Context: an optimization exercise on an open-source flow, tuned for small area, a short achievable clock period and few clock cycles per item. The choices shown serve that exercise and are no tape-out recipe. RTL that was checked went through simulation tests only; none was proved equivalent to the original. Power is estimated from default activity; no workload was simulated.

==> flow/design.v (excerpt) <==
module ghash_top
(
    input  logic      clk,
    input  logic      i_rst,
    input  logic      i_psel,
    input  logic      i_penable,
    input  logic      i_pwrite,
    input  ghash_pkg::apb_addr_t i_paddr,
    input  ghash_pkg::word_t     i_pwdata,
    output ghash_pkg::word_t     o_prdata,
    output logic      o_pready,
    output logic      o_pslverr
);
make LEC_CHECK=0 CAP_MARGIN=20 CORE_MARGIN=5 CORE_UTILIZATION=45 SETUP_SLACK_MARGIN=4.5 SLEW_MARGIN=20 finish   # period 7.0 ns
run.sh (not shown) runs the stock make flow with config.mk's settings and CLKGATE_MAP_FILE= SYNTH_SCRIPT=/design/flow/synth_recipe.tcl, a recipe that flattens the netlist after the stock synthesis.
==> next run, changes <==
--- a/flow/design.v
+++ b/flow/design.v
@@ -49,21 +49,20 @@
     ghash_pkg::block_t y_q;                       
     ghash_pkg::block_t acc_q;                     
     ghash_pkg::word_t  op_q;                      
     logic [1:0]        cnt_q;                     
     logic [1:0]        p_q;                       
     logic              first_q;                   
     logic              fin_q;                     
     logic              done_q;                    
-    logic              sh_q;                      
-    logic              hold_q;                    
     logic              pend_q;                    
     logic              any_q;                     
     logic [W_N-1:0]    wsel_q;                    
+    logic              ldbus_q;                   
     ghash_pkg::word_t  prdata_q;
     logic              rdy_q;
     logic              err_q;
     ghash_pkg::block_t acc_n;
     ghash_pkg::word_t  op_n;
     logic [1:0]        cnt_n;
     logic [1:0]        p_n;
     logic              first_n;
@@ -71,16 +70,17 @@
     logic              op_ld;
     logic              step;                      
     logic              finish;                    
     logic              d3_done;
     logic              d3_wait;
     logic              clr;
     logic              rdy_n;
     logic              free;                      
+    logic              fb;                        
     ghash_pkg::word_t  d_sel;
     ghash_pkg::word_t  y_sel;
     ghash_pkg::block_t hp_q;                      
     logic              yfix_q;                    
     logic              yfix_n;
     logic [15:0]       ymask_q;                   
     logic [15:0]       ymask_n;
     logic [15:0]       dig;                       
@@ -180,30 +180,37 @@
     begin
         prdata_q <= rd_n;
         err_q    <= !mapped;
     end
     always_ff @(posedge clk)
     begin
         if (i_rst)
         begin
-            wsel_q <= '0;
-            rdy_q  <= 1'b1;
+            wsel_q  <= '0;
+            ldbus_q <= 1'b0;
+            rdy_q   <= 1'b1;
         end
         else if (setup)
         begin
-            wsel_q <= wsel_n;
-            rdy_q  <= !wsel_n[W_D3] || rdy_n;
+            wsel_q  <= wsel_n;
+            ldbus_q <= wsel_n[W_D0] || (wsel_n[W_D1] && p_q == 2'd1) ||
+                       (wsel_n[W_D2] && p_q == 2'd2) || (wsel_n[W_D3] && rdy_n);
+            rdy_q   <= !wsel_n[W_D3] || rdy_n;
         end
         else if (d3_wait)
-            rdy_q  <= rdy_n;                      
+        begin
+            ldbus_q <= rdy_n;                     
+            rdy_q   <= rdy_n;
+        end
         else
         begin
-            wsel_q <= '0;                         
-            rdy_q  <= 1'b1;
+            wsel_q  <= '0;                        
+            ldbus_q <= 1'b0;
+            rdy_q   <= 1'b1;
         end
     end
     assign o_prdata  = prdata_q;
     assign o_pready  = rdy_q;
     assign o_pslverr = err_q;
     assign d3_done = wsel_q[W_D3] && rdy_q;
     assign d3_wait = wsel_q[W_D3] && !rdy_q;
     assign clr     = wsel_q[W_CLR];
@@ -215,22 +222,24 @@
         case (p_q)
             2'd0:    begin d_sel = d0_q; y_sel = y_w0; end
             2'd1:    begin d_sel = d1_q; y_sel = y_w1; end
             default: begin d_sel = d2_q; y_sel = y_w2; end
         endcase
     end
     always_comb
     begin
-        acc_n = gf_digit_mul(dig, hp_q) ^ ({128{sh_q}} & gf_mulx_inv16(acc_q)) ^
-                ({128{hold_q}} & acc_q);
+        acc_n = gf_digit_mul(dig, hp_q);
+        if (!first_q)
+            acc_n = acc_n ^ (step ? gf_mulx_inv16(acc_q) : acc_q);
     end
     always_comb
     begin
         free    = ((cnt_q == 2'd0) || (cnt_q == 2'd1 && !fin_q)) && !done_q;
+        fb      = d3_wait && p_q != 2'd3 && free;
         op_ld   = 1'b0;
         op_n    = {op_q[15:0] ^ (yfix_q ? (done_q ? acc_q[111:96] : y_q[111:96]) : 16'h0), 16'h0};
         yfix_n  = 1'b0;
         ymask_n = '0;
         cnt_n   = step ? cnt_q - 2'd1 : cnt_q;
         first_n = step ? 1'b0 : first_q;
         fin_n   = finish ? 1'b0 : fin_q;
         p_n     = p_q;
@@ -264,26 +273,29 @@
         end
         else if (d3_done)
         begin
             op_ld = 1'b1;
             op_n  = i_pwdata ^ y_w3;
             fin_n = 1'b1;
             p_n   = '0;
         end
-        else if (d3_wait && p_q != 2'd3 && free)
+        else if (fb)
         begin
             op_ld = 1'b1;
             op_n  = d_sel ^ y_sel;
             if (p_q == 2'd0)
                 first_n = 1'b1;
             p_n   = p_q + 2'd1;
         end
-        if (op_ld)
+        if (ldbus_q || fb)
             cnt_n = 2'd2;
+        if (ldbus_q)
+            op_n = i_pwdata ^ ({32{wsel_q[W_D1]}} & y_w1) ^ ({32{wsel_q[W_D2]}} & y_w2) ^
+                   ({32{wsel_q[W_D3]}} & y_w3);
         rdy_n = (p_n == 2'd3) && ((cnt_n == 2'd0) || (cnt_n == 2'd1 && !fin_n));
     end
     always_ff @(posedge clk)
     begin
         if (wsel_q[W_H0]) h_q[127:96] <= i_pwdata;
         if (wsel_q[W_H1]) h_q[95:64]  <= i_pwdata;
         if (wsel_q[W_H2]) h_q[63:32]  <= i_pwdata;
         if (wsel_q[W_H3]) h_q[31:0]   <= i_pwdata;
@@ -309,30 +321,26 @@
     begin
         if (i_rst)
         begin
             cnt_q   <= '0;
             p_q     <= '0;
             first_q <= 1'b0;
             fin_q   <= 1'b0;
             done_q  <= 1'b0;
-            sh_q    <= 1'b0;
-            hold_q  <= 1'b0;
             pend_q  <= 1'b0;
             any_q   <= 1'b0;
         end
         else
         begin
             cnt_q   <= cnt_n;
             p_q     <= p_n;
             first_q <= first_n;
             fin_q   <= fin_n;
             done_q  <= finish && !clr;
-            sh_q    <= (cnt_n != 2'd0) && !first_n;
-            hold_q  <= (cnt_n == 2'd0) && !first_n;
             if (clr)
             begin
                 pend_q <= 1'b0;
                 any_q  <= 1'b0;
             end
             else
             begin
                 if (finish)
Effect:
- setup slack is worse by 210 ps
- combinational power grows to 9.6 times its value
- worst hold slack loses 11 ps
- critical path depth came out higher by 2
- total power came out higher by about 80%
- utilization increases by 0.57 points
- via count climbs by about 4.3%
- maximum frequency shrinks by about 7%
- final area rose by about 1.3%
- sequential share of layout area decreases by 0.31 points
- sequential cell count is lower by 1
No functional check of the RTL was part of any run of this note.


The RTL this note starts from:
==> flow/design.v <==
package ghash_pkg;
    localparam int BLOCK_W    = 128;               
    localparam int WORD_W     = 32;                
    localparam int ADDR_W     = 8;                 
    localparam int DIGIT_W    = 16;                
    typedef logic [BLOCK_W-1:0]    block_t;
    typedef logic [WORD_W-1:0]     word_t;
    typedef logic [ADDR_W-1:0]     apb_addr_t;
    typedef logic [DIGIT_W-1:0]    digit_t;
    localparam block_t   GF_POLY_R = {8'hE1, 120'd0};  
    localparam apb_addr_t REG_H0     = 8'h00;      
    localparam apb_addr_t REG_H1     = 8'h04;
    localparam apb_addr_t REG_H2     = 8'h08;
    localparam apb_addr_t REG_H3     = 8'h0C;
    localparam apb_addr_t REG_D0     = 8'h10;      
    localparam apb_addr_t REG_D1     = 8'h14;
    localparam apb_addr_t REG_D2     = 8'h18;
    localparam apb_addr_t REG_D3     = 8'h1C;      
    localparam apb_addr_t REG_CTRL   = 8'h20;
    localparam apb_addr_t REG_STATUS = 8'h24;
    localparam apb_addr_t REG_TAG0   = 8'h30;      
    localparam apb_addr_t REG_TAG1   = 8'h34;
    localparam apb_addr_t REG_TAG2   = 8'h38;
    localparam apb_addr_t REG_TAG3   = 8'h3C;
    localparam int CTRL_CLEAR_BIT  = 0;            
    localparam int STAT_BUSY_BIT   = 1;            
    localparam int STAT_VALID_BIT  = 2;            
endpackage
`timescale 1ns/1ps
import ghash_pkg::*;
module ghash_top
(
    input  logic      clk,
    input  logic      i_rst,
    input  logic      i_psel,
    input  logic      i_penable,
    input  logic      i_pwrite,
    input  ghash_pkg::apb_addr_t i_paddr,
    input  ghash_pkg::word_t     i_pwdata,
    output ghash_pkg::word_t     o_prdata,
    output logic      o_pready,
    output logic      o_pslverr
);
    localparam int W_H0 = 0, W_H1 = 1, W_H2 = 2, W_H3 = 3;
    localparam int W_D0 = 4, W_D1 = 5, W_D2 = 6, W_D3 = 7;
    localparam int W_CLR = 8, W_N = 9;
    ghash_pkg::block_t h_q;                       
    ghash_pkg::word_t  d0_q, d1_q, d2_q;          
    ghash_pkg::block_t y_q;                       
    ghash_pkg::block_t acc_q;                     
    ghash_pkg::word_t  op_q;                      
    logic [1:0]        cnt_q;                     
    logic [1:0]        p_q;                       
    logic              first_q;                   
    logic              fin_q;                     
    logic              done_q;                    
    logic              pend_q;                    
    logic              any_q;                     
    logic [W_N-1:0]    wsel_q;                    
    ghash_pkg::word_t  prdata_q;
    logic              rdy_q;
    logic              err_q;
    ghash_pkg::block_t acc_n;
    ghash_pkg::word_t  op_n;
    logic [1:0]        cnt_n;
    logic [1:0]        p_n;
    logic              first_n;
    logic              fin_n;
    logic              op_ld;
    logic              step;                      
    logic              finish;                    
    logic              d3_done;
    logic              d3_wait;
    logic              clr;
    logic              rdy_n;
    logic              free;                      
    ghash_pkg::word_t  d_sel;
    ghash_pkg::word_t  y_sel;
    ghash_pkg::block_t v_q;                       
    ghash_pkg::block_t v_n;
    logic              restart;                   
    logic              yfix_q;                    
    logic              yfix_n;
    logic [15:0]       ymask_q;                   
    logic [15:0]       ymask_n;
    logic [15:0]       dig;                       
    ghash_pkg::word_t  y_w0, y_w1, y_w2, y_w3;
    logic              setup;
    logic [W_N-1:0]    wsel_n;
    logic              mapped;
    ghash_pkg::word_t  rd_n;
    function automatic logic [127:0] gf_mulx(input logic [127:0] v);
        gf_mulx = v[0] ? ((v >> 1) ^ GF_POLY_R) : (v >> 1);
    endfunction
    function automatic logic [127:0] gf_mulx16(input logic [127:0] v);
        logic [127:0] t;
        t = v;
        for (int i = 0; i < 16; i++)
            t = gf_mulx(t);
        gf_mulx16 = t;
    endfunction
    function automatic logic [127:0] gf_digit_mul(input logic [15:0] d, input logic [127:0] v);
        logic [127:0] z;
        logic [127:0] t;
        z = '0;
        t = v;
        for (int j = 0; j < 16; j++)
        begin
            z = z ^ (t & {128{d[15-j]}});
            t = gf_mulx(t);
        end
        gf_digit_mul = z;
    endfunction
    assign setup = i_psel && !i_penable;
    assign y_w0 = y_q[127:96];
    assign y_w1 = y_q[95:64];
    assign y_w2 = y_q[63:32];
    assign y_w3 = y_q[31:0];
    always_comb
    begin
        mapped = 1'b0;
        rd_n   = '0;
        case (i_paddr)
            REG_H0:     begin mapped = 1'b1; rd_n = h_q[127:96]; end
            REG_H1:     begin mapped = 1'b1; rd_n = h_q[95:64];  end
            REG_H2:     begin mapped = 1'b1; rd_n = h_q[63:32];  end
            REG_H3:     begin mapped = 1'b1; rd_n = h_q[31:0];   end
            REG_D0:     begin mapped = 1'b1; rd_n = d0_q;      end
            REG_D1:     begin mapped = 1'b1; rd_n = d1_q;      end
            REG_D2:     begin mapped = 1'b1; rd_n = d2_q;      end
            REG_D3:     mapped = 1'b1;
            REG_CTRL:   mapped = 1'b1;
            REG_STATUS:
            begin
                mapped = 1'b1;
                rd_n[STAT_VALID_BIT] = any_q && !pend_q;
                rd_n[STAT_BUSY_BIT]  = pend_q;
            end
            REG_TAG0:   begin mapped = 1'b1; rd_n = y_w0; end
            REG_TAG1:   begin mapped = 1'b1; rd_n = y_w1; end
            REG_TAG2:   begin mapped = 1'b1; rd_n = y_w2; end
            REG_TAG3:   begin mapped = 1'b1; rd_n = y_w3; end
            default:    ;
        endcase
    end
    always_comb
    begin
        wsel_n = '0;
        if (i_pwrite)
        begin
            case (i_paddr)
                REG_H0:   wsel_n[W_H0] = 1'b1;
                REG_H1:   wsel_n[W_H1] = 1'b1;
                REG_H2:   wsel_n[W_H2] = 1'b1;
                REG_H3:   wsel_n[W_H3] = 1'b1;
                REG_D0:   wsel_n[W_D0] = 1'b1;
                REG_D1:   wsel_n[W_D1] = 1'b1;
                REG_D2:   wsel_n[W_D2] = 1'b1;
                REG_D3:   wsel_n[W_D3] = 1'b1;
                REG_CTRL: wsel_n[W_CLR] = i_pwdata[CTRL_CLEAR_BIT];
                default:  ;
            endcase
        end
    end
    always_ff @(posedge clk)
    begin
        prdata_q <= rd_n;
        err_q    <= !mapped;
    end
    always_ff @(posedge clk)
    begin
        if (i_rst)
        begin
            wsel_q <= '0;
            rdy_q  <= 1'b1;
        end
        else if (setup)
        begin
            wsel_q <= wsel_n;
            rdy_q  <= !wsel_n[W_D3] || rdy_n;
        end
        else if (d3_wait)
            rdy_q  <= rdy_n;                      
        else
        begin
            wsel_q <= '0;                         
            rdy_q  <= 1'b1;
        end
    end
    assign o_prdata  = prdata_q;
    assign o_pready  = rdy_q;
    assign o_pslverr = err_q;
    assign d3_done = wsel_q[W_D3] && rdy_q;
    assign d3_wait = wsel_q[W_D3] && !rdy_q;
    assign clr     = wsel_q[W_CLR];
    assign step    = (cnt_q != 2'd0);
    assign finish  = fin_q && (cnt_q == 2'd1);
    assign dig     = op_q[31:16] ^ ymask_q;
    always_comb
    begin
        case (p_q)
            2'd0:    begin d_sel = d0_q; y_sel = y_w0; end
            2'd1:    begin d_sel = d1_q; y_sel = y_w1; end
            default: begin d_sel = d2_q; y_sel = y_w2; end
        endcase
    end
    always_comb
    begin
        acc_n = gf_digit_mul(dig, v_q);
        if (!first_q)
            acc_n = acc_n ^ acc_q;
    end
    always_comb
    begin
        free    = ((cnt_q == 2'd0) || (cnt_q == 2'd1 && !fin_q)) && !done_q;
        op_ld   = 1'b0;
        restart = 1'b0;
        op_n    = {op_q[15:0] ^ (yfix_q ? (done_q ? acc_q[111:96] : y_q[111:96]) : 16'h0), 16'h0};
        yfix_n  = 1'b0;
        ymask_n = '0;
        cnt_n   = step ? cnt_q - 2'd1 : cnt_q;
        first_n = step ? 1'b0 : first_q;
        fin_n   = finish ? 1'b0 : fin_q;
        p_n     = p_q;
        if (clr)
        begin
            cnt_n = '0;
            p_n   = '0;
            fin_n = 1'b0;
        end
        else if (wsel_q[W_H0] || wsel_q[W_H1] || wsel_q[W_H2] || wsel_q[W_H3])
            p_n   = '0;                           
        else if (wsel_q[W_D0])
        begin
            op_ld   = 1'b1;
            restart = 1'b1;
            op_n    = i_pwdata;
            yfix_n  = 1'b1;
            ymask_n = finish ? acc_n[127:112] : (done_q ? acc_q[127:112] : y_q[127:112]);
            first_n = 1'b1;
            p_n     = 2'd1;
        end
        else if (wsel_q[W_D1] || wsel_q[W_D2])
        begin
            if (wsel_q[W_D1] ? (p_q == 2'd1) : (p_q == 2'd2))
            begin
                op_ld = 1'b1;
                op_n  = i_pwdata ^ (wsel_q[W_D1] ? y_w1 : y_w2);
                p_n   = p_q + 2'd1;
            end
            else if (wsel_q[W_D1] ? (p_q > 2'd1) : (p_q > 2'd2))
                p_n   = '0;                       
        end
        else if (d3_done)
        begin
            op_ld = 1'b1;
            op_n  = i_pwdata ^ y_w3;
            fin_n = 1'b1;
            p_n   = '0;
        end
        else if (d3_wait && p_q != 2'd3 && free)
        begin
            op_ld = 1'b1;
            op_n  = d_sel ^ y_sel;
            if (p_q == 2'd0)
            begin
                first_n = 1'b1;
                restart = 1'b1;
            end
            p_n   = p_q + 2'd1;
        end
        if (op_ld)
            cnt_n = 2'd2;
        rdy_n = (p_n == 2'd3) && ((cnt_n == 2'd0) || (cnt_n == 2'd1 && !fin_n));
    end
    always_ff @(posedge clk)
    begin
        if (wsel_q[W_H0]) h_q[127:96] <= i_pwdata;
        if (wsel_q[W_H1]) h_q[95:64]  <= i_pwdata;
        if (wsel_q[W_H2]) h_q[63:32]  <= i_pwdata;
        if (wsel_q[W_H3]) h_q[31:0]   <= i_pwdata;
        if (wsel_q[W_D0]) d0_q        <= i_pwdata;
        if (wsel_q[W_D1]) d1_q        <= i_pwdata;
        if (wsel_q[W_D2]) d2_q        <= i_pwdata;
    end
    always_ff @(posedge clk)
    begin
        op_q   <= op_n;                          
        if (restart)
            v_q <= h_q;
        else if (step)
            v_q <= gf_mulx16(v_q);
        yfix_q  <= yfix_n;
        ymask_q <= ymask_n;
        acc_q   <= acc_n;
    end
    always_ff @(posedge clk)
    begin
        if (i_rst || clr)
            y_q <= '0;
        else if (done_q)
            y_q <= acc_q;
    end
    always_ff @(posedge clk)
    begin
        if (i_rst)
        begin
            cnt_q   <= '0;
            p_q     <= '0;
            first_q <= 1'b0;
            fin_q   <= 1'b0;
            done_q  <= 1'b0;
            pend_q  <= 1'b0;
            any_q   <= 1'b0;
        end
        else
        begin
            cnt_q   <= cnt_n;
            p_q     <= p_n;
            first_q <= first_n;
            fin_q   <= fin_n;
            done_q  <= finish && !clr;
            if (clr)
            begin
                pend_q <= 1'b0;
                any_q  <= 1'b0;
            end
            else
            begin
                if (finish)
                    pend_q <= 1'b0;
                if (d3_done)
                begin
                    pend_q <= 1'b1;
                    any_q  <= 1'b1;
                end
            end
        end
    end
endmodule
export LEC_CHECK = 0
export CAP_MARGIN = 20
export CORE_MARGIN = 5
export CORE_UTILIZATION = 45
export SETUP_SLACK_MARGIN = 4.5
export SLEW_MARGIN = 20
create_clock -name core_clock -period 7.0 [get_ports {clk}]
The starting point finished with timing, DRC and antenna clean.
Edit:
--- a/flow/design.v
+++ b/flow/design.v
@@ -73,15 +73,13 @@
     logic              d3_wait;
     logic              clr;
     logic              rdy_n;
     logic              free;                      
     ghash_pkg::word_t  d_sel;
     ghash_pkg::word_t  y_sel;
-    ghash_pkg::block_t v_q;                       
-    ghash_pkg::block_t v_n;
-    logic              restart;                   
+    ghash_pkg::block_t hp_q;                      
     logic              yfix_q;                    
     logic              yfix_n;
     logic [15:0]       ymask_q;                   
     logic [15:0]       ymask_n;
     logic [15:0]       dig;                       
     ghash_pkg::word_t  y_w0, y_w1, y_w2, y_w3;
@@ -89,18 +87,30 @@
     logic [W_N-1:0]    wsel_n;
     logic              mapped;
     ghash_pkg::word_t  rd_n;
     function automatic logic [127:0] gf_mulx(input logic [127:0] v);
         gf_mulx = v[0] ? ((v >> 1) ^ GF_POLY_R) : (v >> 1);
     endfunction
-    function automatic logic [127:0] gf_mulx16(input logic [127:0] v);
+    function automatic logic [127:0] gf_mulx_inv(input logic [127:0] w);
+        logic [127:0] t;
+        t = w[127] ? (w ^ GF_POLY_R) : w;
+        gf_mulx_inv = {t[126:0], w[127]};
+    endfunction
+    function automatic logic [127:0] gf_mulx112(input logic [127:0] v);
         logic [127:0] t;
         t = v;
-        for (int i = 0; i < 16; i++)
+        for (int i = 0; i < 112; i++)
             t = gf_mulx(t);
-        gf_mulx16 = t;
+        gf_mulx112 = t;
+    endfunction
+    function automatic logic [127:0] gf_mulx_inv16(input logic [127:0] v);
+        logic [127:0] t;
+        t = v;
+        for (int i = 0; i < 16; i++)
+            t = gf_mulx_inv(t);
+        gf_mulx_inv16 = t;
     endfunction
     function automatic logic [127:0] gf_digit_mul(input logic [15:0] d, input logic [127:0] v);
         logic [127:0] z;
         logic [127:0] t;
         z = '0;
         t = v;
@@ -109,12 +119,14 @@
             z = z ^ (t & {128{d[15-j]}});
             t = gf_mulx(t);
         end
         gf_digit_mul = z;
     endfunction
     assign setup = i_psel && !i_penable;
+    always_ff @(posedge clk)
+        hp_q <= gf_mulx112(h_q);
     assign y_w0 = y_q[127:96];
     assign y_w1 = y_q[95:64];
     assign y_w2 = y_q[63:32];
     assign y_w3 = y_q[31:0];
     always_comb
     begin
@@ -203,21 +215,20 @@
             2'd1:    begin d_sel = d1_q; y_sel = y_w1; end
             default: begin d_sel = d2_q; y_sel = y_w2; end
         endcase
     end
     always_comb
     begin
-        acc_n = gf_digit_mul(dig, v_q);
+        acc_n = gf_digit_mul(dig, hp_q);
         if (!first_q)
-            acc_n = acc_n ^ acc_q;
+            acc_n = acc_n ^ (step ? gf_mulx_inv16(acc_q) : acc_q);
     end
     always_comb
     begin
         free    = ((cnt_q == 2'd0) || (cnt_q == 2'd1 && !fin_q)) && !done_q;
         op_ld   = 1'b0;
-        restart = 1'b0;
         op_n    = {op_q[15:0] ^ (yfix_q ? (done_q ? acc_q[111:96] : y_q[111:96]) : 16'h0), 16'h0};
         yfix_n  = 1'b0;
         ymask_n = '0;
         cnt_n   = step ? cnt_q - 2'd1 : cnt_q;
         first_n = step ? 1'b0 : first_q;
         fin_n   = finish ? 1'b0 : fin_q;
@@ -230,13 +241,12 @@
         end
         else if (wsel_q[W_H0] || wsel_q[W_H1] || wsel_q[W_H2] || wsel_q[W_H3])
             p_n   = '0;                           
         else if (wsel_q[W_D0])
         begin
             op_ld   = 1'b1;
-            restart = 1'b1;
             op_n    = i_pwdata;
             yfix_n  = 1'b1;
             ymask_n = finish ? acc_n[127:112] : (done_q ? acc_q[127:112] : y_q[127:112]);
             first_n = 1'b1;
             p_n     = 2'd1;
         end
@@ -260,16 +270,13 @@
         end
         else if (d3_wait && p_q != 2'd3 && free)
         begin
             op_ld = 1'b1;
             op_n  = d_sel ^ y_sel;
             if (p_q == 2'd0)
-            begin
                 first_n = 1'b1;
-                restart = 1'b1;
-            end
             p_n   = p_q + 2'd1;
         end
         if (op_ld)
             cnt_n = 2'd2;
         rdy_n = (p_n == 2'd3) && ((cnt_n == 2'd0) || (cnt_n == 2'd1 && !fin_n));
     end
@@ -283,16 +290,12 @@
         if (wsel_q[W_D1]) d1_q        <= i_pwdata;
         if (wsel_q[W_D2]) d2_q        <= i_pwdata;
     end
     always_ff @(posedge clk)
     begin
         op_q   <= op_n;                          
-        if (restart)
-            v_q <= h_q;
-        else if (step)
-            v_q <= gf_mulx16(v_q);
         yfix_q  <= yfix_n;
         ymask_q <= ymask_n;
         acc_q   <= acc_n;
     end
     always_ff @(posedge clk)
     begin
What happened:
- The changed run ran to the end with no violations
- worst hold slack got worse by 70 ps
- routed wire length falls slightly
- power is higher by about a fifth
- synthesized area climbs slightly
- non-clock buffer count fell by 65
- design area falls slightly
- via count is lower slightly
- flip-flop and latch count does not change
- critical path depth rose by 5
- setup slack gets better by 86 ps
Testbench counts after the change, summed over its fixed seeds: cycles 15,872, blocks 1,592.
The RTL of the first run of this note was laid out without a check of its function.

afterwards: timing with drivers on the ports:
The results above use ideal ports. As a check the final layouts listed here were re-extracted and re-timed, cells and wires unchanged.
Step 1 (the two cells are an assumption about what drives the block):
set clk [get_ports {clk}]
set_driving_cell -lib_cell sky130_fd_sc_hd__clkbuf_16 $clk
set_driving_cell -lib_cell sky130_fd_sc_hd__buf_2 [delete_from_list [all_inputs] $clk]
Step 2 also shifts input and output timing later by t, the mid clock arrival at the registers, as if the neighbouring blocks saw the same clock.
Slacks: no drivers / after step 1 / after step 2; pairs: no drivers / after step 1.
run | t (ns) | slack for setup (ns) | clock arrival spread, ns
the first run of note 1 | 0.738 | 4.313 / 4.313 / 3.687 | 0.033 / 0.033
the second run of note 1 | 0.765 | 4.108 / 4.108 / 3.669 | 0.053 / 0.054
the first run of note 2 | 0.764 | 4.260 / 4.260 / 3.666 | 0.052 / 0.053
the second run of note 2 | 0.756 | 4.346 / 4.296 / 3.727 | 0.030 / 0.029
After both steps every run listed still meets setup and hold. For the first run of note 1, which loses most, drivers alone change the setup slack by 0.000 ns; drivers and shift together by -0.626 ns.
